Context: an optimization exercise on an open-source flow, tuned for small area, a short achievable clock period and few clock cycles. The choices shown serve that exercise and are no tape-out recipe.
Where RTL was checked, it was by simulation tests only, not by an equivalence proof against the original.
For run 2, only the layout was checked, not whether the RTL still works.
Power is estimated from default activity; no workload was simulated.

==> flow/design.v, too long to show whole: its modules and the start of the top module <==
// module alpha_calc_param: 1254 lines
// module acp_fa: 10 lines
// module acp_ha: 9 lines
module alpha_calc_param #(
  parameter int DATA_WIDTH   = 16,
  parameter int MAX_SIZE_LOG = 8,
  parameter int ALPHA_WIDTH  = 10,
  parameter int ALPHA_FRAC   = 9
) (
  input  logic                   clk,
  input  logic                   rst,
  input  logic                   x_valid,
  output logic                   x_ready,
  input  logic [DATA_WIDTH-1:0]  x_data,
  input  logic                   xhat_valid,
  output logic                   xhat_ready,
  input  logic [DATA_WIDTH-1:0]  xhat_data,
  input  logic                   xhat_last_s,
  input  logic                   xmean_valid,
  output logic                   xmean_ready,
  input  logic [DATA_WIDTH-1:0]  xmean_data,
  input  logic                   xhatmean_valid,
  output logic                   xhatmean_ready,
  input  logic [DATA_WIDTH-1:0]  xhatmean_data,
  output logic                   alpha_valid,
  input  logic                   alpha_ready,
  output logic [ALPHA_WIDTH-1:0] alpha_data
);
  // ...
==> flow/run.sh <==
#!/bin/bash
# synth_recipe.tcl (not shown) runs the flow's synth.tcl, then flattens the netlist and writes it again
# the make line also repeats each setting of config.mk as NAME=value (left out here)
make -C /OpenROAD-flow-scripts/flow DESIGN_CONFIG=/design/flow/config.mk WORK_HOME=/design/flow/orfs CLKGATE_MAP_FILE= SYNTH_SCRIPT=/design/flow/synth_recipe.tcl finish
==> flow/config.mk <==
export PLATFORM = sky130hd
export DESIGN_NAME = alpha_calc_param
export DESIGN_NICKNAME = alpha_calc_param
export VERILOG_FILES = /design/flow/design.v
export SDC_FILE = /design/flow/constraint.sdc
export NUM_CORES = 4
export LEC_CHECK = 0
export CAP_MARGIN = 20
export CORE_MARGIN = 2
export CORE_UTILIZATION = 40
export SETUP_SLACK_MARGIN = 5
export SLEW_MARGIN = 20
export SYNTH_HIERARCHICAL = 1
export SYNTH_MINIMUM_KEEP_SIZE = 0
==> flow/constraint.sdc <==
create_clock -name core_clock -period 12.0 [get_ports {clk}]
set_input_delay 2.4000 -clock core_clock [delete_from_list [all_inputs] [get_ports {clk}]]
set_output_delay 2.4000 -clock core_clock [all_outputs]
set_load 0.01 [all_outputs]
==> results.py, run 1 <==
metrics = {
    "yosys": {
        "synth-xor-area-share": 0.0430,
        "ys_ff_latch": 395,
        "synth_simple_gate_area_share": 0.129,
    },
    "critical_path": {
        "worstPathArrival_ps": 5680,
        "r2r.worst_path.cells": 14,
        "worstReg2RegStart": "first1_q",
        "start_kind": "flop",
    },
    "routing": {
        "wl_met1_um": 39300,
        "wl_met2_um": 36200,
        "wl_met3_um": 6010,
        "antenna_left": 0,
        "via_per_inst": 5.56,
    },
    "timing": {
        "setup_viol": 0,
        "period_share": 0.438,
        "fin_worst_skew_ps": 34.0,
    },
    "cells_and_area": {
        "multi_input_area_share": 0.605,
        "areaGrowthSynthToFinish_pct": 9.64,
        "n_antenna_cell": 1,
        "top_regs": "num_q x41, r_q x41",
    },
    "pwr": {
        "clkPwrFrac": 0.162,
        "seq_power_uw": 2210,
        "comb_power_uw": 5060,
    },
    "global_route": {
        "gr-total-overflow": 0,
        "grt_pass1_vias": 24300,
        "gr-max-usage-layer": "met2",
        "grt_max_degree": 92,
    },
    "worst_hold_path": {
        "hp-class": "flop to flop",
    },
    "outcome": {
        "status": "no timing/DRC/antenna violations",
    },
    "placed_design": {
        "dp_cells": 4490,
    },
    "job": {
        "max_cap_viol_count": 0,
    },
}
Testbench counts, summed over its fixed seeds: cycles 24,535.
==> run 2, diff against run 1 <==
--- a/flow/design.v
+++ b/flow/design.v
@@ -37,18 +37,20 @@
   logic                    fin_q;        
   logic                    pend_q;       
   logic                    busy_q;       
   logic                    aval_q;       
   logic [SC_W-1:0]         step_q;
   logic                    sat_q, pos_q, lsb_q;
   logic [DATA_WIDTH-1:0]   xmean_q, xhatmean_q;
   logic signed [D_W-1:0]   dx_q, dh_q;
-  logic                    first_q, last_q;    
-  logic                    first1_q, last1_q;  
+  logic                    last_q;       
+  logic                    last1_q;      
+  logic                    init_q;       
+  logic                    clr;          
   logic signed [ACC_W-1:0] num_q;
   logic [DEN_W-1:0]        den_q;
   logic [ACC_W-1:0]        r_q;
   logic [DEN_W-1:0]        d_q;
   logic [ALPHA_WIDTH-1:0]  q_q;
   logic mean_hs, pair_hs, blk_last, load, step_last;
   logic open_nx, fresh_nx, busy_nx, aval_nx, idle_nx, hold_nx;
   logic [1:0] nres_nx;
@@ -76,36 +78,39 @@
       fresh_q    <= 1'b0;
       pair_rdy_q <= 1'b0;
       mean_rdy_q <= 1'b0;
       nres_q     <= '0;
       fin_q      <= 1'b0;
       pend_q     <= 1'b0;
       busy_q     <= 1'b0;
       aval_q     <= 1'b0;
-      first_q    <= 1'b0;
       last_q     <= 1'b0;
-      first1_q   <= 1'b0;
       last1_q    <= 1'b0;
     end else begin
       open_q     <= open_nx;
       fresh_q    <= fresh_nx;
       pair_rdy_q <= open_nx & ~hold_nx;
       mean_rdy_q <= ~open_nx;
       nres_q     <= nres_nx;
       fin_q      <= last1_q;
       pend_q     <= (fin_q | pend_q) & ~load;
       busy_q     <= busy_nx;
       aval_q     <= aval_nx;
-      first_q    <= pair_hs & (cnt_q == '0);
       last_q     <= blk_last;
-      first1_q   <= first_q;
       last1_q    <= last_q;
     end
   end
+  always_ff @(posedge clk or posedge rst) begin
+    if (rst)
+      init_q <= 1'b1;
+    else
+      init_q <= 1'b0;
+  end
+  assign clr = load | init_q;
   logic [34:0]      np_a, np_b;
   logic [31:0]      dp_a, dp_b;
   logic [33:0]      npa_q, npb_q;
   logic             nph_q0, nph_q1;
   logic [31:0]      dpa_q, dpb_q;
   logic [ACC_W-1:0] num_ta, num_tb;
   logic [DEN_W-1:0] den_ta, den_tb;
   wire bo0 = dh_q[0] ^ 1'b0;
@@ -965,249 +970,168 @@
   wire dt_s117, dt_c117;
   acp_fa u_dt_118(.a(dt_c89), .b(dt_s90), .c(dv14), .s(dt_s117), .co(dt_c117));
   wire dt_s118, dt_c118;
   acp_ha u_dt_119(.a(dt_c90), .b(dq13_15), .s(dt_s118), .co(dt_c118));
   wire dt_s119, dt_c119;
   acp_ha u_dt_120(.a(dq14_15), .b(dv15), .s(dt_s119), .co(dt_c119));
   assign dp_a = {dt_c119, dt_c118, dt_c117, dt_c116, dt_c115, dt_c114, dt_c113, dt_c112, dt_c111, dt_c110, dt_c109, dt_c108, dt_c107, dt_c106, dt_c105, dt_c104, dt_c103, dt_c102, dt_c101, dt_c100, dt_c99, dt_c98, dt_c97, dt_c96, dt_c95, dt_c94, dt_c93, dt_c92, dt_c91, dt_s91, ds0, dv0};
   assign dp_b = {1'b0, dt_s119, dt_s118, dt_s117, dt_s116, dt_s115, dt_s114, dt_s113, dt_s112, dt_s111, dt_s110, dt_s109, dt_s108, dt_s107, dt_s106, dt_s105, dt_s104, dt_s103, dt_s102, dt_s101, dt_s100, dt_s99, dt_s98, dt_s97, dt_s96, dt_s95, dt_s94, dt_s93, dt_s92, ds1, 1'b0, dsg};
-  wire nacc0 = num_q[0] & ~first1_q;
-  wire nacc1 = num_q[1] & ~first1_q;
-  wire nacc2 = num_q[2] & ~first1_q;
-  wire nacc3 = num_q[3] & ~first1_q;
-  wire nacc4 = num_q[4] & ~first1_q;
-  wire nacc5 = num_q[5] & ~first1_q;
-  wire nacc6 = num_q[6] & ~first1_q;
-  wire nacc7 = num_q[7] & ~first1_q;
-  wire nacc8 = num_q[8] & ~first1_q;
-  wire nacc9 = num_q[9] & ~first1_q;
-  wire nacc10 = num_q[10] & ~first1_q;
-  wire nacc11 = num_q[11] & ~first1_q;
-  wire nacc12 = num_q[12] & ~first1_q;
-  wire nacc13 = num_q[13] & ~first1_q;
-  wire nacc14 = num_q[14] & ~first1_q;
-  wire nacc15 = num_q[15] & ~first1_q;
-  wire nacc16 = num_q[16] & ~first1_q;
-  wire nacc17 = num_q[17] & ~first1_q;
-  wire nacc18 = num_q[18] & ~first1_q;
-  wire nacc19 = num_q[19] & ~first1_q;
-  wire nacc20 = num_q[20] & ~first1_q;
-  wire nacc21 = num_q[21] & ~first1_q;
-  wire nacc22 = num_q[22] & ~first1_q;
-  wire nacc23 = num_q[23] & ~first1_q;
-  wire nacc24 = num_q[24] & ~first1_q;
-  wire nacc25 = num_q[25] & ~first1_q;
-  wire nacc26 = num_q[26] & ~first1_q;
-  wire nacc27 = num_q[27] & ~first1_q;
-  wire nacc28 = num_q[28] & ~first1_q;
-  wire nacc29 = num_q[29] & ~first1_q;
-  wire nacc30 = num_q[30] & ~first1_q;
-  wire nacc31 = num_q[31] & ~first1_q;
-  wire nacc32 = num_q[32] & ~first1_q;
-  wire nacc33 = num_q[33] & ~first1_q;
-  wire nacc34 = num_q[34] & ~first1_q;
-  wire nacc35 = num_q[35] & ~first1_q;
-  wire nacc36 = num_q[36] & ~first1_q;
-  wire nacc37 = num_q[37] & ~first1_q;
-  wire nacc38 = num_q[38] & ~first1_q;
-  wire nacc39 = num_q[39] & ~first1_q;
-  wire nacc40 = num_q[40] & ~first1_q;
   wire nph_lo = ~(nph_q0 ^ nph_q1);
   wire nph_hi = ~(nph_q0 | nph_q1);
   wire na_s0, na_c0;
-  acp_ha u_na_1(.a(nacc0), .b(npa_q[0]), .s(na_s0), .co(na_c0));
+  acp_ha u_na_1(.a(num_q[0]), .b(npa_q[0]), .s(na_s0), .co(na_c0));
   wire na_s1, na_c1;
-  acp_fa u_na_2(.a(nacc1), .b(npa_q[1]), .c(npb_q[1]), .s(na_s1), .co(na_c1));
+  acp_fa u_na_2(.a(num_q[1]), .b(npa_q[1]), .c(npb_q[1]), .s(na_s1), .co(na_c1));
   wire na_s2, na_c2;
-  acp_fa u_na_3(.a(nacc2), .b(npa_q[2]), .c(npb_q[2]), .s(na_s2), .co(na_c2));
+  acp_fa u_na_3(.a(num_q[2]), .b(npa_q[2]), .c(npb_q[2]), .s(na_s2), .co(na_c2));
   wire na_s3, na_c3;
-  acp_fa u_na_4(.a(nacc3), .b(npa_q[3]), .c(npb_q[3]), .s(na_s3), .co(na_c3));
+  acp_fa u_na_4(.a(num_q[3]), .b(npa_q[3]), .c(npb_q[3]), .s(na_s3), .co(na_c3));
   wire na_s4, na_c4;
-  acp_fa u_na_5(.a(nacc4), .b(npa_q[4]), .c(npb_q[4]), .s(na_s4), .co(na_c4));
+  acp_fa u_na_5(.a(num_q[4]), .b(npa_q[4]), .c(npb_q[4]), .s(na_s4), .co(na_c4));
   wire na_s5, na_c5;
-  acp_fa u_na_6(.a(nacc5), .b(npa_q[5]), .c(npb_q[5]), .s(na_s5), .co(na_c5));
+  acp_fa u_na_6(.a(num_q[5]), .b(npa_q[5]), .c(npb_q[5]), .s(na_s5), .co(na_c5));
   wire na_s6, na_c6;
-  acp_fa u_na_7(.a(nacc6), .b(npa_q[6]), .c(npb_q[6]), .s(na_s6), .co(na_c6));
+  acp_fa u_na_7(.a(num_q[6]), .b(npa_q[6]), .c(npb_q[6]), .s(na_s6), .co(na_c6));
   wire na_s7, na_c7;
-  acp_fa u_na_8(.a(nacc7), .b(npa_q[7]), .c(npb_q[7]), .s(na_s7), .co(na_c7));
+  acp_fa u_na_8(.a(num_q[7]), .b(npa_q[7]), .c(npb_q[7]), .s(na_s7), .co(na_c7));
   wire na_s8, na_c8;
-  acp_fa u_na_9(.a(nacc8), .b(npa_q[8]), .c(npb_q[8]), .s(na_s8), .co(na_c8));
+  acp_fa u_na_9(.a(num_q[8]), .b(npa_q[8]), .c(npb_q[8]), .s(na_s8), .co(na_c8));
   wire na_s9, na_c9;
-  acp_fa u_na_10(.a(nacc9), .b(npa_q[9]), .c(npb_q[9]), .s(na_s9), .co(na_c9));
+  acp_fa u_na_10(.a(num_q[9]), .b(npa_q[9]), .c(npb_q[9]), .s(na_s9), .co(na_c9));
   wire na_s10, na_c10;
-  acp_fa u_na_11(.a(nacc10), .b(npa_q[10]), .c(npb_q[10]), .s(na_s10), .co(na_c10));
+  acp_fa u_na_11(.a(num_q[10]), .b(npa_q[10]), .c(npb_q[10]), .s(na_s10), .co(na_c10));
   wire na_s11, na_c11;
-  acp_fa u_na_12(.a(nacc11), .b(npa_q[11]), .c(npb_q[11]), .s(na_s11), .co(na_c11));
+  acp_fa u_na_12(.a(num_q[11]), .b(npa_q[11]), .c(npb_q[11]), .s(na_s11), .co(na_c11));
   wire na_s12, na_c12;
-  acp_fa u_na_13(.a(nacc12), .b(npa_q[12]), .c(npb_q[12]), .s(na_s12), .co(na_c12));
+  acp_fa u_na_13(.a(num_q[12]), .b(npa_q[12]), .c(npb_q[12]), .s(na_s12), .co(na_c12));
   wire na_s13, na_c13;
-  acp_fa u_na_14(.a(nacc13), .b(npa_q[13]), .c(npb_q[13]), .s(na_s13), .co(na_c13));
+  acp_fa u_na_14(.a(num_q[13]), .b(npa_q[13]), .c(npb_q[13]), .s(na_s13), .co(na_c13));
   wire na_s14, na_c14;
-  acp_fa u_na_15(.a(nacc14), .b(npa_q[14]), .c(npb_q[14]), .s(na_s14), .co(na_c14));
+  acp_fa u_na_15(.a(num_q[14]), .b(npa_q[14]), .c(npb_q[14]), .s(na_s14), .co(na_c14));
   wire na_s15, na_c15;
-  acp_fa u_na_16(.a(nacc15), .b(npa_q[15]), .c(npb_q[15]), .s(na_s15), .co(na_c15));
+  acp_fa u_na_16(.a(num_q[15]), .b(npa_q[15]), .c(npb_q[15]), .s(na_s15), .co(na_c15));
   wire na_s16, na_c16;
-  acp_fa u_na_17(.a(nacc16), .b(npa_q[16]), .c(npb_q[16]), .s(na_s16), .co(na_c16));
+  acp_fa u_na_17(.a(num_q[16]), .b(npa_q[16]), .c(npb_q[16]), .s(na_s16), .co(na_c16));
   wire na_s17, na_c17;
-  acp_fa u_na_18(.a(nacc17), .b(npa_q[17]), .c(npb_q[17]), .s(na_s17), .co(na_c17));
+  acp_fa u_na_18(.a(num_q[17]), .b(npa_q[17]), .c(npb_q[17]), .s(na_s17), .co(na_c17));
   wire na_s18, na_c18;
-  acp_fa u_na_19(.a(nacc18), .b(npa_q[18]), .c(npb_q[18]), .s(na_s18), .co(na_c18));
+  acp_fa u_na_19(.a(num_q[18]), .b(npa_q[18]), .c(npb_q[18]), .s(na_s18), .co(na_c18));
   wire na_s19, na_c19;
-  acp_fa u_na_20(.a(nacc19), .b(npa_q[19]), .c(npb_q[19]), .s(na_s19), .co(na_c19));
+  acp_fa u_na_20(.a(num_q[19]), .b(npa_q[19]), .c(npb_q[19]), .s(na_s19), .co(na_c19));
   wire na_s20, na_c20;
-  acp_fa u_na_21(.a(nacc20), .b(npa_q[20]), .c(npb_q[20]), .s(na_s20), .co(na_c20));
+  acp_fa u_na_21(.a(num_q[20]), .b(npa_q[20]), .c(npb_q[20]), .s(na_s20), .co(na_c20));
   wire na_s21, na_c21;
-  acp_fa u_na_22(.a(nacc21), .b(npa_q[21]), .c(npb_q[21]), .s(na_s21), .co(na_c21));
+  acp_fa u_na_22(.a(num_q[21]), .b(npa_q[21]), .c(npb_q[21]), .s(na_s21), .co(na_c21));
   wire na_s22, na_c22;
-  acp_fa u_na_23(.a(nacc22), .b(npa_q[22]), .c(npb_q[22]), .s(na_s22), .co(na_c22));
+  acp_fa u_na_23(.a(num_q[22]), .b(npa_q[22]), .c(npb_q[22]), .s(na_s22), .co(na_c22));
   wire na_s23, na_c23;
-  acp_fa u_na_24(.a(nacc23), .b(npa_q[23]), .c(npb_q[23]), .s(na_s23), .co(na_c23));
+  acp_fa u_na_24(.a(num_q[23]), .b(npa_q[23]), .c(npb_q[23]), .s(na_s23), .co(na_c23));
   wire na_s24, na_c24;
-  acp_fa u_na_25(.a(nacc24), .b(npa_q[24]), .c(npb_q[24]), .s(na_s24), .co(na_c24));
+  acp_fa u_na_25(.a(num_q[24]), .b(npa_q[24]), .c(npb_q[24]), .s(na_s24), .co(na_c24));
   wire na_s25, na_c25;
-  acp_fa u_na_26(.a(nacc25), .b(npa_q[25]), .c(npb_q[25]), .s(na_s25), .co(na_c25));
+  acp_fa u_na_26(.a(num_q[25]), .b(npa_q[25]), .c(npb_q[25]), .s(na_s25), .co(na_c25));
   wire na_s26, na_c26;
-  acp_fa u_na_27(.a(nacc26), .b(npa_q[26]), .c(npb_q[26]), .s(na_s26), .co(na_c26));
+  acp_fa u_na_27(.a(num_q[26]), .b(npa_q[26]), .c(npb_q[26]), .s(na_s26), .co(na_c26));
   wire na_s27, na_c27;
-  acp_fa u_na_28(.a(nacc27), .b(npa_q[27]), .c(npb_q[27]), .s(na_s27), .co(na_c27));
+  acp_fa u_na_28(.a(num_q[27]), .b(npa_q[27]), .c(npb_q[27]), .s(na_s27), .co(na_c27));
   wire na_s28, na_c28;
-  acp_fa u_na_29(.a(nacc28), .b(npa_q[28]), .c(npb_q[28]), .s(na_s28), .co(na_c28));
+  acp_fa u_na_29(.a(num_q[28]), .b(npa_q[28]), .c(npb_q[28]), .s(na_s28), .co(na_c28));
   wire na_s29, na_c29;
-  acp_fa u_na_30(.a(nacc29), .b(npa_q[29]), .c(npb_q[29]), .s(na_s29), .co(na_c29));
+  acp_fa u_na_30(.a(num_q[29]), .b(npa_q[29]), .c(npb_q[29]), .s(na_s29), .co(na_c29));
   wire na_s30, na_c30;
-  acp_fa u_na_31(.a(nacc30), .b(npa_q[30]), .c(npb_q[30]), .s(na_s30), .co(na_c30));
+  acp_fa u_na_31(.a(num_q[30]), .b(npa_q[30]), .c(npb_q[30]), .s(na_s30), .co(na_c30));
   wire na_s31, na_c31;
-  acp_fa u_na_32(.a(nacc31), .b(npa_q[31]), .c(npb_q[31]), .s(na_s31), .co(na_c31));
+  acp_fa u_na_32(.a(num_q[31]), .b(npa_q[31]), .c(npb_q[31]), .s(na_s31), .co(na_c31));
   wire na_s32, na_c32;
-  acp_fa u_na_33(.a(nacc32), .b(npa_q[32]), .c(npb_q[32]), .s(na_s32), .co(na_c32));
+  acp_fa u_na_33(.a(num_q[32]), .b(npa_q[32]), .c(npb_q[32]), .s(na_s32), .co(na_c32));
   wire na_s33, na_c33;
-  acp_fa u_na_34(.a(nacc33), .b(npa_q[33]), .c(npb_q[33]), .s(na_s33), .co(na_c33));
+  acp_fa u_na_34(.a(num_q[33]), .b(npa_q[33]), .c(npb_q[33]), .s(na_s33), .co(na_c33));
   wire na_s34, na_c34;
-  acp_ha u_na_35(.a(nacc34), .b(nph_lo), .s(na_s34), .co(na_c34));
+  acp_ha u_na_35(.a(num_q[34]), .b(nph_lo), .s(na_s34), .co(na_c34));
   wire na_s35, na_c35;
-  acp_ha u_na_36(.a(nacc35), .b(nph_hi), .s(na_s35), .co(na_c35));
+  acp_ha u_na_36(.a(num_q[35]), .b(nph_hi), .s(na_s35), .co(na_c35));
   wire na_s36, na_c36;
-  acp_ha u_na_37(.a(nacc36), .b(nph_hi), .s(na_s36), .co(na_c36));
+  acp_ha u_na_37(.a(num_q[36]), .b(nph_hi), .s(na_s36), .co(na_c36));
   wire na_s37, na_c37;
-  acp_ha u_na_38(.a(nacc37), .b(nph_hi), .s(na_s37), .co(na_c37));
+  acp_ha u_na_38(.a(num_q[37]), .b(nph_hi), .s(na_s37), .co(na_c37));
   wire na_s38, na_c38;
-  acp_ha u_na_39(.a(nacc38), .b(nph_hi), .s(na_s38), .co(na_c38));
+  acp_ha u_na_39(.a(num_q[38]), .b(nph_hi), .s(na_s38), .co(na_c38));
   wire na_s39, na_c39;
-  acp_ha u_na_40(.a(nacc39), .b(nph_hi), .s(na_s39), .co(na_c39));
+  acp_ha u_na_40(.a(num_q[39]), .b(nph_hi), .s(na_s39), .co(na_c39));
   wire na_s40, na_c40;
-  acp_ha u_na_41(.a(nacc40), .b(nph_hi), .s(na_s40), .co(na_c40));
+  acp_ha u_na_41(.a(num_q[40]), .b(nph_hi), .s(na_s40), .co(na_c40));
   assign num_ta = {na_c39, na_c38, na_c37, na_c36, na_c35, na_c34, na_c33, na_c32, na_c31, na_c30, na_c29, na_c28, na_c27, na_c26, na_c25, na_c24, na_c23, na_c22, na_c21, na_c20, na_c19, na_c18, na_c17, na_c16, na_c15, na_c14, na_c13, na_c12, na_c11, na_c10, na_c9, na_c8, na_c7, na_c6, na_c5, na_c4, na_c3, na_c2, na_c1, na_c0, na_s0};
   assign num_tb = {na_s40, na_s39, na_s38, na_s37, na_s36, na_s35, na_s34, na_s33, na_s32, na_s31, na_s30, na_s29, na_s28, na_s27, na_s26, na_s25, na_s24, na_s23, na_s22, na_s21, na_s20, na_s19, na_s18, na_s17, na_s16, na_s15, na_s14, na_s13, na_s12, na_s11, na_s10, na_s9, na_s8, na_s7, na_s6, na_s5, na_s4, na_s3, na_s2, na_s1, npb_q[0]};
-  wire dacc0 = den_q[0] & ~first1_q;
-  wire dacc1 = den_q[1] & ~first1_q;
-  wire dacc2 = den_q[2] & ~first1_q;
-  wire dacc3 = den_q[3] & ~first1_q;
-  wire dacc4 = den_q[4] & ~first1_q;
-  wire dacc5 = den_q[5] & ~first1_q;
-  wire dacc6 = den_q[6] & ~first1_q;
-  wire dacc7 = den_q[7] & ~first1_q;
-  wire dacc8 = den_q[8] & ~first1_q;
-  wire dacc9 = den_q[9] & ~first1_q;
-  wire dacc10 = den_q[10] & ~first1_q;
-  wire dacc11 = den_q[11] & ~first1_q;
-  wire dacc12 = den_q[12] & ~first1_q;
-  wire dacc13 = den_q[13] & ~first1_q;
-  wire dacc14 = den_q[14] & ~first1_q;
-  wire dacc15 = den_q[15] & ~first1_q;
-  wire dacc16 = den_q[16] & ~first1_q;
-  wire dacc17 = den_q[17] & ~first1_q;
-  wire dacc18 = den_q[18] & ~first1_q;
-  wire dacc19 = den_q[19] & ~first1_q;
-  wire dacc20 = den_q[20] & ~first1_q;
-  wire dacc21 = den_q[21] & ~first1_q;
-  wire dacc22 = den_q[22] & ~first1_q;
-  wire dacc23 = den_q[23] & ~first1_q;
-  wire dacc24 = den_q[24] & ~first1_q;
-  wire dacc25 = den_q[25] & ~first1_q;
-  wire dacc26 = den_q[26] & ~first1_q;
-  wire dacc27 = den_q[27] & ~first1_q;
-  wire dacc28 = den_q[28] & ~first1_q;
-  wire dacc29 = den_q[29] & ~first1_q;
-  wire dacc30 = den_q[30] & ~first1_q;
-  wire dacc31 = den_q[31] & ~first1_q;
-  wire dacc32 = den_q[32] & ~first1_q;
-  wire dacc33 = den_q[33] & ~first1_q;
-  wire dacc34 = den_q[34] & ~first1_q;
-  wire dacc35 = den_q[35] & ~first1_q;
-  wire dacc36 = den_q[36] & ~first1_q;
-  wire dacc37 = den_q[37] & ~first1_q;
-  wire dacc38 = den_q[38] & ~first1_q;
-  wire dacc39 = den_q[39] & ~first1_q;
   wire da_s0, da_c0;
-  acp_ha u_da_1(.a(dacc0), .b(dpa_q[0]), .s(da_s0), .co(da_c0));
+  acp_ha u_da_1(.a(den_q[0]), .b(dpa_q[0]), .s(da_s0), .co(da_c0));
   wire da_s1, da_c1;
-  acp_fa u_da_2(.a(dacc1), .b(dpa_q[1]), .c(dpb_q[1]), .s(da_s1), .co(da_c1));
+  acp_fa u_da_2(.a(den_q[1]), .b(dpa_q[1]), .c(dpb_q[1]), .s(da_s1), .co(da_c1));
   wire da_s2, da_c2;
-  acp_fa u_da_3(.a(dacc2), .b(dpa_q[2]), .c(dpb_q[2]), .s(da_s2), .co(da_c2));
+  acp_fa u_da_3(.a(den_q[2]), .b(dpa_q[2]), .c(dpb_q[2]), .s(da_s2), .co(da_c2));
   wire da_s3, da_c3;
-  acp_fa u_da_4(.a(dacc3), .b(dpa_q[3]), .c(dpb_q[3]), .s(da_s3), .co(da_c3));
+  acp_fa u_da_4(.a(den_q[3]), .b(dpa_q[3]), .c(dpb_q[3]), .s(da_s3), .co(da_c3));
   wire da_s4, da_c4;
-  acp_fa u_da_5(.a(dacc4), .b(dpa_q[4]), .c(dpb_q[4]), .s(da_s4), .co(da_c4));
+  acp_fa u_da_5(.a(den_q[4]), .b(dpa_q[4]), .c(dpb_q[4]), .s(da_s4), .co(da_c4));
   wire da_s5, da_c5;
-  acp_fa u_da_6(.a(dacc5), .b(dpa_q[5]), .c(dpb_q[5]), .s(da_s5), .co(da_c5));
+  acp_fa u_da_6(.a(den_q[5]), .b(dpa_q[5]), .c(dpb_q[5]), .s(da_s5), .co(da_c5));
   wire da_s6, da_c6;
-  acp_fa u_da_7(.a(dacc6), .b(dpa_q[6]), .c(dpb_q[6]), .s(da_s6), .co(da_c6));
+  acp_fa u_da_7(.a(den_q[6]), .b(dpa_q[6]), .c(dpb_q[6]), .s(da_s6), .co(da_c6));
   wire da_s7, da_c7;
-  acp_fa u_da_8(.a(dacc7), .b(dpa_q[7]), .c(dpb_q[7]), .s(da_s7), .co(da_c7));
+  acp_fa u_da_8(.a(den_q[7]), .b(dpa_q[7]), .c(dpb_q[7]), .s(da_s7), .co(da_c7));
   wire da_s8, da_c8;
-  acp_fa u_da_9(.a(dacc8), .b(dpa_q[8]), .c(dpb_q[8]), .s(da_s8), .co(da_c8));
+  acp_fa u_da_9(.a(den_q[8]), .b(dpa_q[8]), .c(dpb_q[8]), .s(da_s8), .co(da_c8));
   wire da_s9, da_c9;
-  acp_fa u_da_10(.a(dacc9), .b(dpa_q[9]), .c(dpb_q[9]), .s(da_s9), .co(da_c9));
+  acp_fa u_da_10(.a(den_q[9]), .b(dpa_q[9]), .c(dpb_q[9]), .s(da_s9), .co(da_c9));
   wire da_s10, da_c10;
-  acp_fa u_da_11(.a(dacc10), .b(dpa_q[10]), .c(dpb_q[10]), .s(da_s10), .co(da_c10));
+  acp_fa u_da_11(.a(den_q[10]), .b(dpa_q[10]), .c(dpb_q[10]), .s(da_s10), .co(da_c10));
   wire da_s11, da_c11;
-  acp_fa u_da_12(.a(dacc11), .b(dpa_q[11]), .c(dpb_q[11]), .s(da_s11), .co(da_c11));
+  acp_fa u_da_12(.a(den_q[11]), .b(dpa_q[11]), .c(dpb_q[11]), .s(da_s11), .co(da_c11));
   wire da_s12, da_c12;
-  acp_fa u_da_13(.a(dacc12), .b(dpa_q[12]), .c(dpb_q[12]), .s(da_s12), .co(da_c12));
+  acp_fa u_da_13(.a(den_q[12]), .b(dpa_q[12]), .c(dpb_q[12]), .s(da_s12), .co(da_c12));
   wire da_s13, da_c13;
-  acp_fa u_da_14(.a(dacc13), .b(dpa_q[13]), .c(dpb_q[13]), .s(da_s13), .co(da_c13));
+  acp_fa u_da_14(.a(den_q[13]), .b(dpa_q[13]), .c(dpb_q[13]), .s(da_s13), .co(da_c13));
   wire da_s14, da_c14;
-  acp_fa u_da_15(.a(dacc14), .b(dpa_q[14]), .c(dpb_q[14]), .s(da_s14), .co(da_c14));
+  acp_fa u_da_15(.a(den_q[14]), .b(dpa_q[14]), .c(dpb_q[14]), .s(da_s14), .co(da_c14));
   wire da_s15, da_c15;
-  acp_fa u_da_16(.a(dacc15), .b(dpa_q[15]), .c(dpb_q[15]), .s(da_s15), .co(da_c15));
+  acp_fa u_da_16(.a(den_q[15]), .b(dpa_q[15]), .c(dpb_q[15]), .s(da_s15), .co(da_c15));
   wire da_s16, da_c16;
-  acp_fa u_da_17(.a(dacc16), .b(dpa_q[16]), .c(dpb_q[16]), .s(da_s16), .co(da_c16));
+  acp_fa u_da_17(.a(den_q[16]), .b(dpa_q[16]), .c(dpb_q[16]), .s(da_s16), .co(da_c16));
   wire da_s17, da_c17;
-  acp_fa u_da_18(.a(dacc17), .b(dpa_q[17]), .c(dpb_q[17]), .s(da_s17), .co(da_c17));
+  acp_fa u_da_18(.a(den_q[17]), .b(dpa_q[17]), .c(dpb_q[17]), .s(da_s17), .co(da_c17));
   wire da_s18, da_c18;
-  acp_fa u_da_19(.a(dacc18), .b(dpa_q[18]), .c(dpb_q[18]), .s(da_s18), .co(da_c18));
+  acp_fa u_da_19(.a(den_q[18]), .b(dpa_q[18]), .c(dpb_q[18]), .s(da_s18), .co(da_c18));
   wire da_s19, da_c19;
-  acp_fa u_da_20(.a(dacc19), .b(dpa_q[19]), .c(dpb_q[19]), .s(da_s19), .co(da_c19));
+  acp_fa u_da_20(.a(den_q[19]), .b(dpa_q[19]), .c(dpb_q[19]), .s(da_s19), .co(da_c19));
   wire da_s20, da_c20;
-  acp_fa u_da_21(.a(dacc20), .b(dpa_q[20]), .c(dpb_q[20]), .s(da_s20), .co(da_c20));
+  acp_fa u_da_21(.a(den_q[20]), .b(dpa_q[20]), .c(dpb_q[20]), .s(da_s20), .co(da_c20));
   wire da_s21, da_c21;
-  acp_fa u_da_22(.a(dacc21), .b(dpa_q[21]), .c(dpb_q[21]), .s(da_s21), .co(da_c21));
+  acp_fa u_da_22(.a(den_q[21]), .b(dpa_q[21]), .c(dpb_q[21]), .s(da_s21), .co(da_c21));
   wire da_s22, da_c22;
-  acp_fa u_da_23(.a(dacc22), .b(dpa_q[22]), .c(dpb_q[22]), .s(da_s22), .co(da_c22));
+  acp_fa u_da_23(.a(den_q[22]), .b(dpa_q[22]), .c(dpb_q[22]), .s(da_s22), .co(da_c22));
   wire da_s23, da_c23;
-  acp_fa u_da_24(.a(dacc23), .b(dpa_q[23]), .c(dpb_q[23]), .s(da_s23), .co(da_c23));
+  acp_fa u_da_24(.a(den_q[23]), .b(dpa_q[23]), .c(dpb_q[23]), .s(da_s23), .co(da_c23));
   wire da_s24, da_c24;
-  acp_fa u_da_25(.a(dacc24), .b(dpa_q[24]), .c(dpb_q[24]), .s(da_s24), .co(da_c24));
+  acp_fa u_da_25(.a(den_q[24]), .b(dpa_q[24]), .c(dpb_q[24]), .s(da_s24), .co(da_c24));
   wire da_s25, da_c25;
-  acp_fa u_da_26(.a(dacc25), .b(dpa_q[25]), .c(dpb_q[25]), .s(da_s25), .co(da_c25));
+  acp_fa u_da_26(.a(den_q[25]), .b(dpa_q[25]), .c(dpb_q[25]), .s(da_s25), .co(da_c25));
   wire da_s26, da_c26;
-  acp_fa u_da_27(.a(dacc26), .b(dpa_q[26]), .c(dpb_q[26]), .s(da_s26), .co(da_c26));
+  acp_fa u_da_27(.a(den_q[26]), .b(dpa_q[26]), .c(dpb_q[26]), .s(da_s26), .co(da_c26));
   wire da_s27, da_c27;
-  acp_fa u_da_28(.a(dacc27), .b(dpa_q[27]), .c(dpb_q[27]), .s(da_s27), .co(da_c27));
+  acp_fa u_da_28(.a(den_q[27]), .b(dpa_q[27]), .c(dpb_q[27]), .s(da_s27), .co(da_c27));
   wire da_s28, da_c28;
-  acp_fa u_da_29(.a(dacc28), .b(dpa_q[28]), .c(dpb_q[28]), .s(da_s28), .co(da_c28));
+  acp_fa u_da_29(.a(den_q[28]), .b(dpa_q[28]), .c(dpb_q[28]), .s(da_s28), .co(da_c28));
   wire da_s29, da_c29;
-  acp_fa u_da_30(.a(dacc29), .b(dpa_q[29]), .c(dpb_q[29]), .s(da_s29), .co(da_c29));
+  acp_fa u_da_30(.a(den_q[29]), .b(dpa_q[29]), .c(dpb_q[29]), .s(da_s29), .co(da_c29));
   wire da_s30, da_c30;
-  acp_fa u_da_31(.a(dacc30), .b(dpa_q[30]), .c(dpb_q[30]), .s(da_s30), .co(da_c30));
+  acp_fa u_da_31(.a(den_q[30]), .b(dpa_q[30]), .c(dpb_q[30]), .s(da_s30), .co(da_c30));
   wire da_s31, da_c31;
-  acp_fa u_da_32(.a(dacc31), .b(dpa_q[31]), .c(dpb_q[31]), .s(da_s31), .co(da_c31));
-  assign den_ta = {dacc39, dacc38, dacc37, dacc36, dacc35, dacc34, dacc33, da_c31, da_c30, da_c29, da_c28, da_c27, da_c26, da_c25, da_c24, da_c23, da_c22, da_c21, da_c20, da_c19, da_c18, da_c17, da_c16, da_c15, da_c14, da_c13, da_c12, da_c11, da_c10, da_c9, da_c8, da_c7, da_c6, da_c5, da_c4, da_c3, da_c2, da_c1, da_c0, da_s0};
-  assign den_tb = {1'b0, 1'b0, 1'b0, 1'b0, 1'b0, 1'b0, 1'b0, dacc32, da_s31, da_s30, da_s29, da_s28, da_s27, da_s26, da_s25, da_s24, da_s23, da_s22, da_s21, da_s20, da_s19, da_s18, da_s17, da_s16, da_s15, da_s14, da_s13, da_s12, da_s11, da_s10, da_s9, da_s8, da_s7, da_s6, da_s5, da_s4, da_s3, da_s2, da_s1, dpb_q[0]};
+  acp_fa u_da_32(.a(den_q[31]), .b(dpa_q[31]), .c(dpb_q[31]), .s(da_s31), .co(da_c31));
+  assign den_ta = {den_q[39], den_q[38], den_q[37], den_q[36], den_q[35], den_q[34], den_q[33], da_c31, da_c30, da_c29, da_c28, da_c27, da_c26, da_c25, da_c24, da_c23, da_c22, da_c21, da_c20, da_c19, da_c18, da_c17, da_c16, da_c15, da_c14, da_c13, da_c12, da_c11, da_c10, da_c9, da_c8, da_c7, da_c6, da_c5, da_c4, da_c3, da_c2, da_c1, da_c0, da_s0};
+  assign den_tb = {1'b0, 1'b0, 1'b0, 1'b0, 1'b0, 1'b0, 1'b0, den_q[32], da_s31, da_s30, da_s29, da_s28, da_s27, da_s26, da_s25, da_s24, da_s23, da_s22, da_s21, da_s20, da_s19, da_s18, da_s17, da_s16, da_s15, da_s14, da_s13, da_s12, da_s11, da_s10, da_s9, da_s8, da_s7, da_s6, da_s5, da_s4, da_s3, da_s2, da_s1, dpb_q[0]};
   logic [ACC_W:0] sub;
   logic           ge;
   assign sub = {1'b0, r_q} - {2'b0, d_q};
   assign ge  = ~sub[ACC_W];
   always_ff @(posedge clk) begin
     if (mean_hs) begin
       xmean_q    <= xmean_data;
       xhatmean_q <= xhatmean_data;
@@ -1224,18 +1148,18 @@
       dh_q <= '0;
     end
     npa_q  <= np_a[33:0];
     npb_q  <= np_b[33:0];
     nph_q0 <= np_a[34];
     nph_q1 <= np_b[34];
     dpa_q  <= dp_a;
     dpb_q  <= dp_b;
-    num_q <= num_ta + num_tb;
-    den_q <= den_ta + den_tb;
+    num_q <= clr ? '0 : num_ta + num_tb;
+    den_q <= clr ? '0 : den_ta + den_tb;
     if (load) begin
       r_q    <= {1'b0, num_q[ACC_W-1:1]};
       step_q <= '0;
     end else begin
       r_q    <= {(ge ? sub[ACC_W-2:0] : r_q[ACC_W-2:0]), (step_q == '0) & lsb_q};
       step_q <= step_q + 1'b1;
     end
     if (load) begin
==> flow/flow/run.sh (new file) <==
#!/bin/bash
set -euo pipefail
bash standard.sh synth > synth.log 2>&1
bash standard.sh SETUP_SLACK_MARGIN=8.5 "BUFFER_PORTS_ARGS=-buffer_cell sky130_fd_sc_hd__buf_2" finish > layout.log 2>&1
==> flow/standard.sh (new file) <==
#!/bin/bash
# synth_recipe.tcl (not shown) runs the flow's synth.tcl, then flattens the netlist and writes it again
# the make line also repeats each setting of config.mk as NAME=value (left out here)
make -C /OpenROAD-flow-scripts/flow DESIGN_CONFIG=/design/flow/config.mk WORK_HOME=/design/flow/orfs CLKGATE_MAP_FILE= SYNTH_SCRIPT=/design/flow/synth_recipe.tcl "${@:-finish}"
removed: flow/run.sh
==> results.py, run 2 <==
metrics = {
    "die": {
        "dieWidth_um": 282,
        "die_area_sq_um": 79400,
        "start_util": 0.405,
        "io_pins": 87,
        "core_sq_um": 76200,
        "die_h_um": 282,
        "num_rows": 101,
    },
    "yosys": {
        "synth_ff_type": "dfxtp_1",
        "syn_area_sq_um": 30900,
        "synthDistinctLibCells": 73,
        "synth_top_cell_area_share": 0.192,
        "synth-edff-count": 85,
        "synth_area_leaders": "dfxtp_1 (19%), fa_1 (17%), ha_1 (9.2%)",
        "synthCells": 3559,
        "synth_common_cells": "nor2_1 (421), a21oi_1 (397), dfxtp_1 (296)",
        "synth.yosys.seq_area_share": 0.285,
        "synth_top_area_cell": "dfxtp_1",
        "yosys.cell_count.top_type": "nor2_1",
        "synthArstFlopShare": 0.0330,
        "synth_warnings": 7,
        "avgSynthCellArea_sq_um": 8.67,
        "ys_ff_latch": 394,
    },
    "clock_tree": {
        "clock-sinks": 394,
        "cts_hold_buffers": 0,
        "clock_latency_ps": 620,
        "clock_path_buffers": 3,
        "htree_levels": 2,
        "cts_buffers": 47,
        "tritoncts": "built",
        "clk_pin_slew_ps": 60,
        "ctsRootBufferMaster": "clkbuf_16",
    },
    "placed_design": {
        "port_buffers": 86,
        "dpl.hpwl_um": 61000,
        "place_ws_ps": 7330,
        "gp_congestion": 0.898,
        "dp_cells": 4455,
    },
    "critical_path": {
        "cpMaxStageDelayCell": "fa_2",
        "path_cells": "buf_8 -> inv_12 -> ha_4 -> fa_2 -> nor2b_4 -> o21ai_2 -> a21boi_2 -> o21ai_2 -> a21boi_2 -> o21ai_2 -> a211o_1 -> a21o_1 -> a21oi_1",
        "cpMostUsedCell": "o21ai_2",
        "cp.depth": 13,
        "crit_required_ps": 12520,
        "worstPathArrival_ps": 4340,
        "criticalPathCategory": "input port to flop",
        "start_kind": "input port",
        "worstSetupEndpointType": "flop",
        "critPathMaxStageDelay_ps": 370,
        "path_buf_inv": 2,
        "r2r.worst_path.cells": 10,
        "crit_fanout": 3,
        "crit_family": "compound AO/OA/AOI/OAI gates",
    },
    "timing": {
        "finalMaxSlewViolations": 0,
        "clock.fmax_mhz": 262,
        "setup_viol": 0,
        "rsz0062_at_grt": "yes",
        "layout_setup_ws_ps": 8180,
        "finalCriticalPeriod_ps": 3820,
        "worst_slew_pin_slew_ps": 1000,
        "finalHoldViolCount": 0,
        "slew_headroom": 0.332,
        "fin_worst_skew_ps": 30.3,
        "fin_setup_tns_ps": 0,
        "period_share": 0.318,
    },
    "routing": {
        "firstDrtPassIters": 6,
        "totalWireLength_um": 90600,
        "drc": 0,
        "wl_per_cell_um": 19.4,
        "drt_iter0_markers": 2736,
        "antenna_left": 0,
        "num_vias": 26600,
        "via_per_inst": 5.69,
    },
    "cells_and_area": {
        "areaGrowthSynthToFinish_pct": 18.1,
        "fin_nets": 4172,
        "fill_cells": 7183,
        "top_regs": "num_q x41, r_q x41",
        "drive_gt1_frac": 0.152,
        "final_common_cell": "nor2_1",
        "n_antenna_cell": 0,
        "stdcell_count": 4672,
        "final_cell_mix": "nor2_1 (415), a21oi_1 (380), dfxtp_1 (273)",
    },
    "global_route": {
        "antenna_found_initial": 0,
        "grt_max_degree": 85,
        "grt_pass1_vias": 24400,
        "grt_use_total": 0.219,
        "gr-total-overflow": 0,
        "grt_pass1_wl_um": 138000,
    },
    "pwr": {
        "vdd_ir_drop_max_uv": 136,
        "p_per_area_nw_per_um2": 225,
        "finalPower_uw": 8220,
        "power.leakage_uw": 0.0155,
    },
    "worst_hold_path": {
        "whs_path_depth": 0,
        "hp-class": "flop to flop",
    },
    "outcome": {
        "status": "no timing/DRC/antenna violations",
    },
    "job": {
        "max_cap_viol_count": 0,
    },
}
## run 2: cell type report
cell class                 count  area, sq um  share of cell area
tap                         1030         1290              0.0354
timing repair inverter         2         12.5            0.000343
sequential                   394         8850               0.243
clock inverter                19          229             0.00628
inverter                     186          827              0.0227
clock buffer                  68         1420              0.0389
timing repair buffer         258         2460              0.0675
multi-input combinational   2715        21400               0.586
## run 2: kinds of logic after synthesis
group	count (synthesis)	synth area share
adder cells (fa/ha/maj)	499	0.268
other	2	0.000243
flip-flops	394	0.285
AND/OR/NAND/NOR	989	0.140
multiplexers	14	0.00454
buffers and inverters	459	0.0568
AO/OA/AOI/OAI	1065	0.207
XOR/XNOR	137	0.0389
## run 2: power by group
group,switching (uW),internal (uW),total [uW]
sequential,356,1800,2150
combinational,2630,1940,4560
clock,608,893,1500
total,3590,4630,8220
## run 2: worst paths after layout
path,start,slack (ps),to
hold reg to reg,last1_q,350,fin_q
setup / recovery,xhat_data[0],8180,dh_q[14]
setup reg to reg,dh_q[10],8350,npb_q[18]
max in group asynchronous,rst,9800,pair_rdy_q
hold / removal,last1_q,350,fin_q
min in group asynchronous,rst,1820,fin_q
## run 2: per-stage QoR
stage               hold slack [ps]  utilization  cell area (sq um)
global route                    354        0.478              36500
floorplan                       331            -              31300
finish                          346        0.478              36500
CTS                             350        0.458              34900
detailed placement              336        0.421              32100
global placement                337        0.421              32100
## run 2: modules after synthesis (local to each module, per instance)
module            flip-flops and latches  cells inside  times used  area [sq um]
acp_ha                                 0             1          56          12.5
alpha_calc_param                     394          3239           1         24900
acp_fa                                 0             1         264          20.0
## run 2: repair_timing
item,CTS,global route
gates resized for setup,170,154
setup buffers,47,65
setup endpoints to repair,176,140
pin swaps,45,33
gates cloned,4,14
## run 2: routing by layer
layer / routed length (um) / GRT usage / up-vias
met5: 0 / 0 / -
met4: 2560 / 0.0645 / 0
met3: 8160 / 0.0355 / 163
met2: 38800 / 0.325 / 1131
met1: 41100 / 0.326 / 12800
li1: - / - / 12600

-- separate check: timing with driven ports --
The results above use ideal ports. As a check the final layouts listed here were re-extracted and re-timed, cells and wires unchanged. Step 1: set_driving_cell puts a clkbuf_16 on clk and a buf_2 on each other input, an assumption about the parent block. Step 2 adds t to the input delays and takes it off the output delays; t is the mean of the earliest and latest rising clock arrival at the registers after step 1. Input paths then give back, and output paths get back, about the clock's delay inside the block. Three values: ideal ports, drivers, drivers and shift; two values: the first two.
| run | t (ns) | slack for setup (ns) | hold WS [ns] | worst setup path at the end |
|---|---|---|---|---|
| run 1 | 0.638 | 6.747 / 6.747 / 6.376 | 0.354 / 0.354 / 0.354 | input to register |
| run 2 | 0.664 | 8.179 / 8.194 / 7.530 | 0.346 / 0.346 / 0.346 | input to register |
After both steps setup and hold are still met in every run listed. For run 2, which loses most, drivers alone change the setup slack by +0.015 ns; drivers and shift together by -0.649 ns.
